What follows belongs to an exercise in optimizing a design on an open flow for small area, a short achievable clock period and few clock cycles per item; a production flow would make more cautious choices.
In this exercise RTL edits were held to simulation tests only and were not proved equivalent to the original.
Power and IR drop assume default switching activity.

== JK ==
==> flow/design.v <==
package otq_pkg;
    localparam int NUM_TIMERS = 16;
    localparam int ID_WIDTH   = 16;
    localparam int DLY_WIDTH  = 16;
    localparam logic [1:0] ACT_ADD    = 2'd0;
    localparam logic [1:0] ACT_CANCEL = 2'd1;
    localparam logic [1:0] ACT_TICK   = 2'd2;
    localparam logic [2:0] KIND_ADDED     = 3'd0;
    localparam logic [2:0] KIND_FULL      = 3'd1;
    localparam logic [2:0] KIND_CANCELLED = 3'd2;
    localparam logic [2:0] KIND_NOTFOUND  = 3'd3;
    localparam logic [2:0] KIND_EXPIRED   = 3'd4;
endpackage
module one_shot_timer_queue_top (
    input  logic          clk,
    input  logic          rst_n,
    input  logic          start,
    output logic          busy,
    input  logic [33:0]   req,
    output logic          result_valid,
    output logic [19:0]   rsp
);
    localparam int N = otq_pkg::NUM_TIMERS;
    logic        add_reg, cancel_reg, tick_reg;
    logic [15:0] rdm2_reg;          
    logic        rz_reg;            
    logic        rdn_reg;           
    logic [15:0] key_reg;
    logic        busy_reg;
    logic        drn_reg;           
    logic [15:0] now_reg;           
    logic [15:0] nid_reg;           
    logic        res_reg;
    logic [19:0] rsp_reg;
    logic [N-1:0] valid_reg;
    logic [N-1:0] dn_reg;           
    logic [N-1:0] r_reg;            
    logic [15:0]  ex2_reg [N];      
    logic [15:0]  id_reg  [N];
    logic [N-1:0] q_reg   [N];      
    assign busy         = busy_reg;
    assign result_valid = res_reg;
    assign rsp          = rsp_reg;
    logic hold, do_add, do_cancel, do_tick, do_exp;
    assign hold      = drn_reg & (add_reg | cancel_reg | tick_reg);
    assign do_add    = add_reg & ~drn_reg;
    assign do_cancel = cancel_reg & ~drn_reg;
    assign do_tick   = tick_reg & ~drn_reg;
    assign do_exp    = do_tick | drn_reg;
    logic [N-1:0] id_eq, id_lt;
    logic [N-1:0] free, fs;
    logic         full;
    assign free = ~valid_reg;
    assign full = ~|free;
    logic [N-1:0] cm, cs;
    logic         found;
    assign cm    = valid_reg & id_eq;
    assign found = |cm;
    always_comb
    begin
        for (int i = 0; i < N; i++)
        begin
            fs[i] = free[i];
            cs[i] = cm[i];
            for (int k = 0; k < i; k++)
            begin
                if (free[k]) fs[i] = 1'b0;
                if (cm[k])   cs[i] = 1'b0;
            end
        end
    end
    logic [N-1:0] due, win;
    logic         any_due, more;
    logic [15:0]  win_id;
    assign due     = dn_reg;
    assign any_due = |due;
    always_comb
    begin
        for (int i = 0; i < N; i++)
        begin
            win[i] = due[i];
            for (int j = 0; j < N; j++)
            begin
                if (j < i && due[j] && q_reg[j][i])  win[i] = 1'b0;
                if (j > i && due[j] && !q_reg[i][j]) win[i] = 1'b0;
            end
        end
    end
    always_comb
    begin
        logic seen;
        seen = 1'b0;
        more = 1'b0;
        for (int i = 0; i < N; i++)
        begin
            if (due[i] && seen) more = 1'b1;
            if (due[i])         seen = 1'b1;
        end
    end
    always_comb
    begin
        win_id = '0;
        for (int i = 0; i < N; i++)
            win_id = win_id | ({16{win[i]}} & id_reg[i]);
    end
    logic [15:0] new_exp;
    logic        new_z, new_dn;
    assign new_exp = now_reg + rdm2_reg;
    assign new_z   = rz_reg;
    assign new_dn  = rdn_reg;
    logic [N-1:0] z;               
    always_comb
        for (int k = 0; k < N; k++)
            z[k] = dn_reg[k] & (ex2_reg[k][0] == now_reg[0]);
    logic [N-1:0] wr;              
    logic [N-1:0] clr;             
    assign wr  = do_add ? fs : '0;
    assign clr = (do_cancel ? cs : '0) | (do_exp ? win : '0);
    logic        nid_inc, nid_max;
    logic [15:0] nid_next;
    assign nid_inc  = do_add & ~full;
    assign nid_max  = (nid_reg == 16'hFFFF);
    assign nid_next = nid_inc ? nid_reg + 16'd1 : nid_reg;
    logic        dn_upd;
    assign dn_upd  = do_exp & ~more;
    logic [N-1:0] nb_hi, nb_lo, above, qa;
    always_comb
    begin
        for (int k = 0; k < N; k++)
        begin
            nb_hi[k] = (new_z & ~z[k]) | ((new_z == z[k]) & (id_lt[k] | id_eq[k]));
            nb_lo[k] = (new_z & ~z[k]) | ((new_z == z[k]) & id_lt[k]);
            above[k] = 1'b0;
            for (int m = 0; m < k; m++)
                if (fs[m]) above[k] = 1'b1;
            qa[k] = fs[k] ? 1'b0 : (above[k] ? ~nb_hi[k] : nb_lo[k]);
        end
    end
    for (genvar i = 0; i < N; i++)
    begin : g_slot
        assign id_eq[i] = (key_reg == id_reg[i]);
        assign id_lt[i] = r_reg[i] & ~id_eq[i];
        always_ff @(posedge clk or negedge rst_n)
        begin
            if (!rst_n)
                dn_reg[i] <= 1'b0;
            else if (wr[i])
                dn_reg[i] <= new_dn;
            else if (clr[i])
                dn_reg[i] <= 1'b0;
            else if (dn_upd)
                dn_reg[i] <= valid_reg[i] & (ex2_reg[i] == now_reg);
        end
        always_ff @(posedge clk or negedge rst_n)
        begin
            if (!rst_n)
                valid_reg[i] <= 1'b0;
            else if (wr[i])
                valid_reg[i] <= 1'b1;
            else if (clr[i])
                valid_reg[i] <= 1'b0;
        end
        always_ff @(posedge clk)
        begin
            if (wr[i])
            begin
                ex2_reg[i] <= new_exp;
                id_reg[i]  <= nid_reg;
            end
            if (wr[i])
                r_reg[i] <= nid_max;
            else if (nid_inc)
                r_reg[i] <= nid_max | id_lt[i];
        end
        for (genvar j = i + 1; j < N; j++)
        begin : g_pair
            always_ff @(posedge clk)
            begin
                if (wr[i] || wr[j])
                    q_reg[i][j] <= ~(qa[i] | qa[j]);
            end
        end
    end
    logic drn_next;
    assign drn_next = do_exp & more;
    always_ff @(posedge clk or negedge rst_n)
    begin
        if (!rst_n)
        begin
            add_reg    <= 1'b0;
            cancel_reg <= 1'b0;
            tick_reg   <= 1'b0;
            busy_reg   <= 1'b0;
            drn_reg    <= 1'b0;
            now_reg    <= 16'd0;
            nid_reg    <= 16'd0;
            res_reg    <= 1'b0;
        end
        else
        begin
            if (!hold)
            begin
                add_reg    <= start & (req[33:32] == otq_pkg::ACT_ADD);
                cancel_reg <= start & (req[33:32] == otq_pkg::ACT_CANCEL);
                tick_reg   <= start & (req[33:32] == otq_pkg::ACT_TICK);
            end
            busy_reg <= drn_next & (hold | (start & (req[33:32] != 2'd3)));
            drn_reg  <= drn_next;
            if (dn_upd)
                now_reg <= now_reg + 16'd1;
            nid_reg  <= nid_next;
            res_reg  <= do_add | do_cancel | (do_exp & any_due);
        end
    end
    always_ff @(posedge clk)
    begin
        if (!hold)
        begin
            rdm2_reg <= req[31:16] - 16'd2;
            rz_reg   <= (req[31:16] == 16'd0);
            rdn_reg  <= (req[31:17] == 15'd0);
            key_reg  <= (req[33:32] == otq_pkg::ACT_ADD) ? nid_next : req[15:0];
        end
    end
    always_ff @(posedge clk)
    begin
        if (do_exp)
            rsp_reg <= {otq_pkg::KIND_EXPIRED, win_id, ~more};
        else if (add_reg)
            rsp_reg <= full ? {otq_pkg::KIND_FULL, 16'd0, 1'b1}
                            : {otq_pkg::KIND_ADDED, key_reg, 1'b1};
        else
            rsp_reg <= {found ? otq_pkg::KIND_CANCELLED : otq_pkg::KIND_NOTFOUND,
                        key_reg, 1'b1};
    end
endmodule
==> flow/config.mk <==
export PLATFORM = sky130hd
export DESIGN_NAME = one_shot_timer_queue_top
export DESIGN_NICKNAME = one_shot_timer_queue_top
export VERILOG_FILES = /design/flow/design.v
export SDC_FILE = /design/flow/constraint.sdc
export NUM_CORES = 4
export LEC_CHECK = 0
export CAP_MARGIN = 30
export CORE_MARGIN = 2
export CORE_UTILIZATION = 60
export CTS_CLUSTER_DIAMETER = 80
export CTS_CLUSTER_SIZE = 25
export SLEW_MARGIN = 20
==> flow/constraint.sdc <==
create_clock -name core_clock -period 10.0 [get_ports {clk}]
set_input_delay 2.0000 -clock core_clock [delete_from_list [all_inputs] [get_ports {clk}]]
set_output_delay 2.0000 -clock core_clock [all_outputs]
set_load 0.01 [all_outputs]
standard.sh (not shown) runs the stock make flow with config.mk's settings and CLKGATE_MAP_FILE= SYNTH_SCRIPT=/design/flow/synth_recipe.tcl, a recipe that flattens the netlist after the stock synthesis.
==> flow/flow/run.sh <==
#!/bin/bash
# The standard layout, with timing repair aimed 6.8 ns below the clock period.
set -euo pipefail
bash standard.sh SETUP_SLACK_MARGIN=6.8 finish > make.log 2>&1
Testbench counts of JK, summed over its fixed seeds: cycles 8,095, requests 8,008.
Inputs modified between JK and MS:
- CAP_MARGIN: 30 -> 25
==> flow/flow/run.sh <==
#!/bin/bash
# The standard layout, with timing repair aimed 7 ns below the clock period.
set -euo pipefail
bash standard.sh SETUP_SLACK_MARGIN=7 finish > make.log 2>&1
[summary]
Vias: MS below JK. Taking JK as the reference, in MS proportion of cell area spent on the clock network lower; post-layout total power higher; setup slack higher; proportion of power drawn by the clock network lower. The global-route wire length before repair of MS was superior to that of JK. Final core utilization was higher in MS than in JK. Global-route usage delta for MS relative to JK: 0.90 points lower. Sort JK and MS by non-clock buffer count asc -> top: JK. The x dimension of the die on MS is in line with that on JK. MS ends up with a overall routed net length that is 1600 um lower than in JK.
#### Input delta (AL over MS)
- CORE_UTILIZATION now 65, was 60
- CAP_MARGIN now 30, was 25
### Flow results
Cell internal power dissipation (lower): MS
Per the comparison of AL with MS, hold slack rose 0.0048 ns; sequential share of layout area rose 0.26 points; wire length of the first global-routing pass rose 0.59%; growth of design area from synthesis to finish fell 0.45 points; routed wire length about even.
When the final numbers for MS and AL were put side by side, the total leakage power turned out to be smaller in AL.
Of MS and AL, AL shows the higher switching share of power, with MS below it.

Starts from the design.v that is shown in full above.
Settings: LEC_CHECK=0, CAP_MARGIN=30, CORE_MARGIN=2, CORE_UTILIZATION=60, CTS_CLUSTER_DIAMETER=80, CTS_CLUSTER_SIZE=25, SLEW_MARGIN=20; clock period 10.0 ns.
==> flow/flow/run.sh <==
#!/bin/bash
# The standard layout, with timing repair aimed 7 ns below the clock period.
set -euo pipefail
bash standard.sh SETUP_SLACK_MARGIN=7 finish > make.log 2>&1
The starting point produced a clean layout.
Testbench counts at the start, summed over its fixed seeds: cycles 8,095, requests 8,008.
Edit:
==> flow/flow/run.sh (replaced) <==
#!/bin/bash
# The standard layout, with timing repair aimed 7.5 ns below the clock period.
set -euo pipefail
bash standard.sh SETUP_SLACK_MARGIN=7.5 finish > make.log 2>&1
Setup slack gains 43 ps.
Sequential power is about the same.
Synthesized area does not change.
Register-to-register slack got worse by 40 ps.
Wire length rose by about 22%.
Final cell count went up by about 9%.
Fmax climbs by 1.4%.
Power is higher by about 20%.
Clock power went up by about 4%.
First-iteration DRC count climbs by 13%.

## separate check: timing with driven ports
The flow's constraints put no driver on any port. The routed layouts listed below were extracted and timed again, unchanged, in two steps. Step 1, drivers: a clkbuf_16 drives clk and a buf_2 each remaining input, both assumed. Step 2, shift: input delay + t, output delay - t, t = (earliest + latest rising clock arrival at the registers) / 2. This alone moves slack from input paths to output paths. Slacks: no drivers / after step 1 / after step 2; pairs: no drivers / after step 1.
run	t (ns)	setup WS [ns]	pins driven straight from the clock port
JK	0.683	6.711 / 6.711 / 6.272	1
MS	0.673	6.779 / 6.714 / 6.393	1
AL	0.678	6.767 / 6.704 / 6.410	1
the first run of note 2	0.675	6.788 / 6.726 / 6.405	1
the second run of note 2	0.716	6.831 / 6.763 / 6.697	1
After both steps every run listed still meets setup and hold. For JK, which loses most, drivers alone change the setup slack by 0.000 ns; drivers and shift together by -0.439 ns.
